This is an optimization exercise on Yosys and OpenROAD, whose aim is small area, a short achievable clock period and few clock cycles per item, not a production implementation.
The RTL was checked by simulation tests, not by an equivalence proof against the original design.

oak:
Design pid_cell, start of the top module:
module pid_cell #(
    parameter int                     DATA_WIDTH = 32,
    parameter int                     DATA_SIZE  = 128,
    parameter int                     FRAC_BITS  = pid_pkg::FRAC_BITS_DEF,
    parameter logic signed [DATA_WIDTH-1:0] OUT_MAX = 32'h7FFFFFFF,
    parameter logic signed [DATA_WIDTH-1:0] OUT_MIN = 32'h80000000
) (
    input  logic                  aclk,
    input  logic                  aresetn,
    input  logic [DATA_SIZE-1:0]  regs_in,
    input  logic                  param_en,
    input  logic [DATA_WIDTH-1:0] s_data,
    input  logic                  s_valid,
    output logic                  s_ready,
    output logic [DATA_WIDTH-1:0] m_data,
    output logic                  m_valid,
    input  logic                  m_ready,
    output logic                  busy
);
For scale: ~13,000 cells after synthesis, about 200 I/O pins.
==> flow/config.mk <==
export PLATFORM = sky130hd
export DESIGN_NAME = pid_cell
export DESIGN_NICKNAME = pid_cell
export VERILOG_FILES = /design/flow/design.v
export SDC_FILE = /design/flow/constraint.sdc
export NUM_CORES = 4
export LEC_CHECK = 0
export ABC_AREA = 1
export CAP_MARGIN = 20
export CORE_MARGIN = 2
export CORE_UTILIZATION = 55
export SLEW_MARGIN = 20
export SYNTH_HIERARCHICAL = 1
export SYNTH_MINIMUM_KEEP_SIZE = 0
export TNS_END_PERCENT = 0
==> flow/constraint.sdc <==
create_clock -name core_clock -period 16.0 [get_ports {aclk}]
set_input_delay 3.2000 -clock core_clock [delete_from_list [all_inputs] [get_ports {aclk}]]
set_output_delay 3.2000 -clock core_clock [all_outputs]
set_load 0.01 [all_outputs]
standard.sh (not shown) runs the stock make flow with config.mk's settings and CLKGATE_MAP_FILE= SYNTH_SCRIPT=/design/flow/synth_recipe.tcl, a recipe that flattens the netlist after the stock synthesis.
==> flow/flow/run.sh <==
#!/bin/bash
set -euo pipefail
bash standard.sh finish SETUP_SLACK_MARGIN=11.5 > standard_finish.log 2>&1
Testbench counts of oak, summed over its fixed seeds: cycles 2,240, items 2,048.
Relative to oak, the following input files were edited for pine:
Settings: TNS_END_PERCENT changed from 0 to 5.
## What came out
- Cmp pine vs oak: minimum clock period after layout higher in pine
- In pine the global routing met1 resource utilization turned out 0.19 points higher than in oak.
- [compare] base=oak new=pine: total length of routed met3 wires increased by about 2.7% relative to the old numbers; average routed wire per standard cell increased about 0.66%; cell area after layout went up by 1700 sq um.
- The delay of the slowest critical-path stage was comparable across oak and pine.
- Final clock period utilization by the worst path: pine vs oak — no meaningful difference
- oak and pine ended up with nearly the same global-route usage.

* * *

delta:
Starting RTL as in the previous note.
export LEC_CHECK = 0
export ABC_AREA = 1
export CAP_MARGIN = 20
export CORE_MARGIN = 2
export CORE_UTILIZATION = 55
export CTS_CLUSTER_DIAMETER = 100
export CTS_CLUSTER_SIZE = 20
export SLEW_MARGIN = 20
export SYNTH_HIERARCHICAL = 1
export SYNTH_MINIMUM_KEEP_SIZE = 0
export TNS_END_PERCENT = 0
create_clock -name core_clock -period 16.0 [get_ports {aclk}]
Scripts as last shown in full above: flow/flow/run.sh
Testbench counts of delta, summed over its fixed seeds: cycles 2,240, items 2,048.
Inputs modified between delta and onyx:
- CTS_CLUSTER_DIAMETER: 100 -> unset
- CTS_CLUSTER_SIZE: 20 -> unset
==> flow/flow/run.sh <==
#!/bin/bash
set -euo pipefail
bash standard.sh finish SETUP_SLACK_MARGIN=12 > standard_finish.log 2>&1
==> comparison <==
- onyx completed; timing, DRC and antenna clean
- Non-clock buffer count, onyx and delta: higher on onyx
- Capture point of the worst path: pb2[16]$_DFFE_PN_ -> onyx, pb2[14]$_DFFE_PN_ -> delta
- onyx can be clocked faster than delta.
- onyx: wire length higher than delta
- Minimum setup slack in the final design ends up higher on onyx.
diff inputs: onyx => yarrow
- CORE_UTILIZATION: 55 -> 62
- TNS_END_PERCENT: 0 -> 5
==> flow/flow/run.sh <==
#!/bin/bash
set -euo pipefail
bash standard.sh finish SETUP_SLACK_MARGIN=11.5 > standard_finish.log 2>&1
Results
- Flow for yarrow halted at detailed routing, error code DRT-0206.
- The met1 usage reported for yarrow is greater than that of onyx by 3.3 points.
- In the tables for onyx and yarrow, met2 track utilization from global routing reads lower with onyx.
- Between onyx and yarrow, the flow reports wire length of the first global-routing pass decreasing by a few percent.

[afterwards: timing with drivers on the ports]
Ports are ideal in the flow. The routed layouts listed here were re-timed in OpenROAD.
Step 1 (the two cells are an assumption about what drives the block):
set clk [get_ports {aclk}]
set_driving_cell -lib_cell sky130_fd_sc_hd__clkbuf_16 $clk
set_driving_cell -lib_cell sky130_fd_sc_hd__buf_2 [delete_from_list [all_inputs] $clk]
Step 2, shift: input delay + t, output delay - t, t = (earliest + latest rising clock arrival at the registers) / 2. This alone moves slack from input paths to output paths.
Three values: no drivers, after step 1, after step 2; two values: the first two.
| run | t (ns) | setup slack, ns | worst hold slack (ns) |
|---|---|---|---|
| oak | 0.821 | 11.267 / 11.267 / 10.559 | 0.479 / 0.479 / 0.479 |
| pine | 0.824 | 11.256 / 11.256 / 10.650 | 0.478 / 0.478 / 0.478 |
| delta | 0.815 | 11.212 / 11.212 / 10.573 | 0.485 / 0.485 / 0.485 |
| onyx | 0.823 | 11.326 / 11.326 / 10.775 | 0.478 / 0.478 / 0.478 |
After both steps setup and hold are still met in every run listed. For oak, which loses most, drivers alone change the setup slack by 0.000 ns; drivers and shift together by -0.708 ns.
